What follows belongs to an exercise in optimizing a design on an open flow for small area; a production flow would make more cautious choices.
RTL that was checked went through simulation tests only; none was proved equivalent to the original.
No activity file was given, so power comes from the tool's default toggle rates.

==> inputs of cedar <==
==> flow/design.v <==
module payload_capture #(
  parameter int DATA_W     = 16,
  parameter int FIFO_DEPTH = 64,
  parameter int ADDR_W     = 6,
  parameter int MAX_LEN    = 1024
) (
  input  logic              Clk,
  input  logic              rst,
  input  logic              valid_i,
  input  logic [DATA_W-1:0] r_i,
  input  logic [DATA_W-1:0] i_i,
  input  logic              detect_i,
  input  logic [15:0]       payload_length_i,
  output logic              out_valid_o,
  input  logic              out_ready_i,
  output logic [DATA_W-1:0] out_r_o,
  output logic [DATA_W-1:0] out_i_o,
  output logic              out_last_o,
  output logic              busy_o,
  output logic              done_o,
  output logic              len_err_o,
  output logic              overflow_o
);
  localparam int ENTRY_W = 2 * DATA_W + 1;
  localparam int CNT_W   = $clog2(MAX_LEN + 1);
  logic             busy;
  logic             done;
  logic [CNT_W-1:0] remaining;
  logic             len_err;
  logic             overflow;
  logic [ADDR_W:0]  wr_ptr;
  logic             rd_wrap;
  logic             ptr_eq;
  logic             fifo_empty;
  logic             fifo_full;
  logic             push_req;
  logic             push;
  logic             pop;
  logic             len_ok;
  logic             entry_last;
  logic [FIFO_DEPTH*ENTRY_W-1:0] mem;
  logic [ENTRY_W-1:0] head;
  assign len_ok = !payload_length_i[15] && (payload_length_i != 16'd0) &&
                  (payload_length_i[14:10] == 5'd0 || payload_length_i[14:0] == 15'd1024);
  assign ptr_eq     = !rd_lo_n[wr_ptr[2:0]] && !rd_hi_n[wr_ptr[5:3]];
  assign fifo_empty = ptr_eq && (wr_ptr[ADDR_W] == rd_wrap);
  assign fifo_full  = ptr_eq && (wr_ptr[ADDR_W] != rd_wrap);
  assign push_req   = busy && valid_i;
  assign pop        = !fifo_empty && out_ready_i;
  assign push       = push_req && (!fifo_full || pop);
  assign entry_last = (remaining == CNT_W'(1));
  always_ff @(posedge Clk or negedge rst) begin
    if (!rst) begin
      busy      <= 1'b0;
      done      <= 1'b0;
      remaining <= '0;
      len_err   <= 1'b0;
      overflow  <= 1'b0;
    end else begin
      done <= busy && valid_i && entry_last;
      if (!busy && !done && detect_i) begin
        len_err  <= !len_ok;
        overflow <= 1'b0;
        if (len_ok) begin
          busy      <= 1'b1;
          remaining <= payload_length_i[CNT_W-1:0];
        end
      end else if (busy && valid_i) begin
        remaining <= remaining - CNT_W'(1);
        if (entry_last) busy <= 1'b0;
        if (fifo_full && !pop) overflow <= 1'b1;
      end
    end
  end
  always_ff @(posedge Clk or negedge rst) begin
    if (!rst) begin
      wr_ptr <= '0;
    end else if (push) begin
      wr_ptr <= wr_ptr + 1'b1;
    end
  end
  logic [ENTRY_W-1:0]    din;
  logic [FIFO_DEPTH-1:0] row_load;
  logic [FIFO_DEPTH-1:0] row_keep;
  logic [FIFO_DEPTH*ENTRY_W-1:0] mem_d;
  assign din = {entry_last, r_i, i_i};
  always_comb begin
    row_load = '0;
    row_load[wr_ptr[ADDR_W-1:0]] = push;
  end
  assign row_keep = ~row_load;
  for (genvar k = 0; k < FIFO_DEPTH; k++) begin : g_row
    payload_capture_hold #(.W(ENTRY_W)) u_hold (
      .q    (mem[k*ENTRY_W +: ENTRY_W]),
      .keep (row_keep[k]),
      .d    (din),
      .load (row_load[k]),
      .y    (mem_d[k*ENTRY_W +: ENTRY_W])
    );
  end
  always_ff @(posedge Clk) begin
    mem <= mem_d;
  end
  logic [7:0] rd_lo_n;
  logic [7:0] rd_hi_n;
  always_ff @(posedge Clk or negedge rst) begin
    if (!rst) begin
      rd_lo_n <= 8'hFE;
      rd_hi_n <= 8'hFE;
      rd_wrap <= 1'b0;
    end else if (pop) begin
      rd_lo_n <= {rd_lo_n[6:0], rd_lo_n[7]};
      if (!rd_lo_n[7]) begin
        rd_hi_n <= {rd_hi_n[6:0], rd_hi_n[7]};
        if (!rd_hi_n[7]) rd_wrap <= !rd_wrap;
      end
    end
  end
  logic [ENTRY_W-1:0] grp [8];
  always_comb begin
    for (int j = 0; j < 8; j++) begin
      grp[j] = '1;
      for (int i = 0; i < 8; i++) begin
        grp[j] = grp[j] & (mem[(8*j+i)*ENTRY_W +: ENTRY_W] | {ENTRY_W{rd_lo_n[i]}});
      end
    end
    head = '1;
    for (int j = 0; j < 8; j++) begin
      head = head & (grp[j] | {ENTRY_W{rd_hi_n[j]}});
    end
  end
  assign out_valid_o = !fifo_empty;
  assign out_last_o  = head[ENTRY_W-1];
  assign out_r_o     = head[2*DATA_W-1:DATA_W];
  assign out_i_o     = head[DATA_W-1:0];
  assign busy_o     = busy;
  assign done_o     = done;
  assign len_err_o  = len_err;
  assign overflow_o = overflow;
endmodule
module payload_capture_hold #(
  parameter int W = 33
) (
  input  logic [W-1:0] q,
  input  logic         keep,
  input  logic [W-1:0] d,
  input  logic         load,
  output logic [W-1:0] y
);
  assign y = (q & {W{keep}}) | (d & {W{load}});
endmodule
==> flow/flow/run.sh <==
#!/bin/bash
# Standard ORFS layout with a leaner clock tree (no dummy loads), smaller
# port buffers, a denser floorplan.
# Every tool's output goes to a log here.
set -uo pipefail
export CTS_ARGS="-sink_clustering_enable -repair_clock_nets -dont_use_dummy_load -sink_clustering_size 16 -sink_clustering_max_diameter 60 -buf_list sky130_fd_sc_hd__clkbuf_8"
export BUFFER_PORTS_ARGS="-buffer_cell sky130_fd_sc_hd__buf_2"
bash standard.sh CORE_UTILIZATION=80 SLEW_MARGIN=10 CAP_MARGIN=10 finish > standard.log 2>&1
==> flow/standard.sh <==
#!/bin/bash
# synth_recipe.tcl (not shown) runs the flow's synth.tcl, then flattens the netlist and writes it again
# the make line also repeats each setting of config.mk as NAME=value (left out here)
make -C /OpenROAD-flow-scripts/flow DESIGN_CONFIG=/design/flow/config.mk WORK_HOME=/design/flow/orfs CLKGATE_MAP_FILE= SYNTH_SCRIPT=/design/flow/synth_recipe.tcl "${@:-finish}"
==> flow/config.mk <==
export PLATFORM = sky130hd
export DESIGN_NAME = payload_capture
export DESIGN_NICKNAME = payload_capture
export VERILOG_FILES = /design/flow/design.v
export SDC_FILE = /design/flow/constraint.sdc
export NUM_CORES = 4
export LEC_CHECK = 0
export CAP_MARGIN = 20
export CORE_MARGIN = 2
export CORE_UTILIZATION = 40
export CTS_BUF_LIST = sky130_fd_sc_hd__clkbuf_16
export CTS_CLUSTER_DIAMETER = 80
export CTS_CLUSTER_SIZE = 24
export SLEW_MARGIN = 20
export SYNTH_HIERARCHICAL = 1
==> flow/constraint.sdc <==
create_clock -name core_clock -period 8.0 [get_ports {Clk}]
set_input_delay 1.6000 -clock core_clock [delete_from_list [all_inputs] [get_ports {Clk}]]
set_output_delay 1.6000 -clock core_clock [all_outputs]
set_load 0.01 [all_outputs]
==> quartz (differences from cedar) <==
--- a/flow/design.v
+++ b/flow/design.v
@@ -30,4 +30,6 @@
   logic             overflow;
   logic [ADDR_W:0]  wr_ptr;
+  logic [7:0]       rd_lo_n;
+  logic [7:0]       rd_hi_n;
   logic             rd_wrap;
   logic             ptr_eq;
@@ -40,5 +42,11 @@
   logic             entry_last;
   logic [FIFO_DEPTH*ENTRY_W-1:0] mem;
+  logic [FIFO_DEPTH*ENTRY_W-1:0] mem_d;
   logic [ENTRY_W-1:0] head;
+  logic [ENTRY_W-1:0]    din;
+  logic [FIFO_DEPTH-1:0] row_load;
+  logic [FIFO_DEPTH-1:0] row_keep;
+  logic [7:0]            wr_lo_dec;
+  logic [7:0]            wr_hi_dec;
   assign len_ok = !payload_length_i[15] && (payload_length_i != 16'd0) &&
                   (payload_length_i[14:10] == 5'd0 || payload_length_i[14:0] == 15'd1024);
@@ -80,15 +88,18 @@
     end
   end
-  logic [ENTRY_W-1:0]    din;
-  logic [FIFO_DEPTH-1:0] row_load;
-  logic [FIFO_DEPTH-1:0] row_keep;
-  logic [FIFO_DEPTH*ENTRY_W-1:0] mem_d;
   assign din = {entry_last, r_i, i_i};
   always_comb begin
-    row_load = '0;
-    row_load[wr_ptr[ADDR_W-1:0]] = push;
+    wr_lo_dec = '0;
+    wr_hi_dec = '0;
+    wr_lo_dec[wr_ptr[2:0]] = 1'b1;
+    wr_hi_dec[wr_ptr[5:3]] = push;
   end
-  assign row_keep = ~row_load;
   for (genvar k = 0; k < FIFO_DEPTH; k++) begin : g_row
+    payload_capture_rowctl u_ctl (
+      .a    (wr_lo_dec[k % 8]),
+      .b    (wr_hi_dec[k / 8]),
+      .keep (row_keep[k]),
+      .load (row_load[k])
+    );
     payload_capture_hold #(.W(ENTRY_W)) u_hold (
       .q    (mem[k*ENTRY_W +: ENTRY_W]),
@@ -102,6 +113,4 @@
     mem <= mem_d;
   end
-  logic [7:0] rd_lo_n;
-  logic [7:0] rd_hi_n;
   always_ff @(posedge Clk or negedge rst) begin
     if (!rst) begin
@@ -150,2 +159,11 @@
   assign y = (q & {W{keep}}) | (d & {W{load}});
 endmodule
+module payload_capture_rowctl (
+  input  logic a,
+  input  logic b,
+  output logic keep,
+  output logic load
+);
+  assign keep = ~(a & b);
+  assign load = ~keep;
+endmodule
==> flow/flow/run.sh (replaced) <==
#!/bin/bash
# Standard ORFS layout (the standard.sh, unchanged synthesis) with a leaner
# clock tree (no dummy loads, clkbuf_8 leaves), buf_2 port buffers and a 70%
# floorplan utilization; repair may resize cells to other footprints. The tools' full output goes to standard.log here.
set -uo pipefail
export CTS_ARGS="-sink_clustering_enable -repair_clock_nets -dont_use_dummy_load -sink_clustering_size 16 -sink_clustering_max_diameter 60 -buf_list sky130_fd_sc_hd__clkbuf_8"
export BUFFER_PORTS_ARGS="-buffer_cell sky130_fd_sc_hd__buf_2"
bash standard.sh CORE_UTILIZATION=70 SLEW_MARGIN=20 CAP_MARGIN=25 MATCH_CELL_FOOTPRINT=0 PLACE_DENSITY=0.92 finish > standard.log 2>&1
==> qor summary <==
Run status: cedar complete, but fails checks; quartz finished clean
Reasons for failing layout checks: cedar max-capacitance violations, max-slew violations; quartz -
First drt pass iteration count: cedar 14; quartz 11
Clock network fraction of design power: cedar 19.7%; quartz 26.3%
Maximum VDD drop: cedar 0.000266 V; quartz 0.000266 V
Clock latency (worst-skew pair): cedar 0.95 ns; quartz 0.98 ns
Number of logic stages on the critical path including buffering: cedar 9; quartz 7
DP Area: cedar 78,400 um2; quartz 77,900 um2
FF-to-FF Start: cedar rd_lo_n[7]; quartz rd_lo_n[1]
Post-detailed-route via-to-cell ratio: cedar 8.69; quartz 8.52
Power Dens Cells: cedar 318 nW/um2; quartz 241 nW/um2
Number of tap cells inserted: cedar 1,298; quartz 1,500
Power Combinational: cedar 7.33 mW; quartz 2.02 mW
Synth Area in Compound Gates: cedar 33.1%; quartz 33.1%
Proportion of synthesized chip area in sequential cells: cedar 54.1%; quartz 54.3%
Area Growth Syn to Fin: cedar 0.905%; quartz 0.941%
Register Area: cedar 43,300 um2; quartz 43,300 um2
Fraction of layout cells with a size suffix above 1: cedar 10.5%; quartz 9.55%
Count of different cell masters after synthesis: cedar 60; quartz 61
DRC marker count from the first detailed-route iteration: cedar 12,100; quartz 13,700
Clock Skews: cedar 0.102 ns; quartz 0.0947 ns
Function not checked in cedar: the RTL went through the layout flow alone.

## separate check: timing with driven ports
No port has a modelled driver above. Below, the same layouts with a new extraction and two added sets of constraints.
Step 1: set_driving_cell puts a clkbuf_16 on Clk and a buf_2 on each other input, an assumption about the parent block.
Step 2 also shifts input and output timing later by t, the mid clock arrival at the registers, as if the neighbouring blocks saw the same clock.
a / b / c = ideal ports / drivers / drivers and shift; a / b = the first two.
| run | shift t [ns] | slack for setup (ns) | worst slew at a driven data input, ns |
|---|---|---|---|
| cedar | 0.974 | 0.625 / 0.548 / 1.522 | 0.05 |
| quartz | 1.018 | 0.509 / 0.431 / 1.449 | 0.05 |
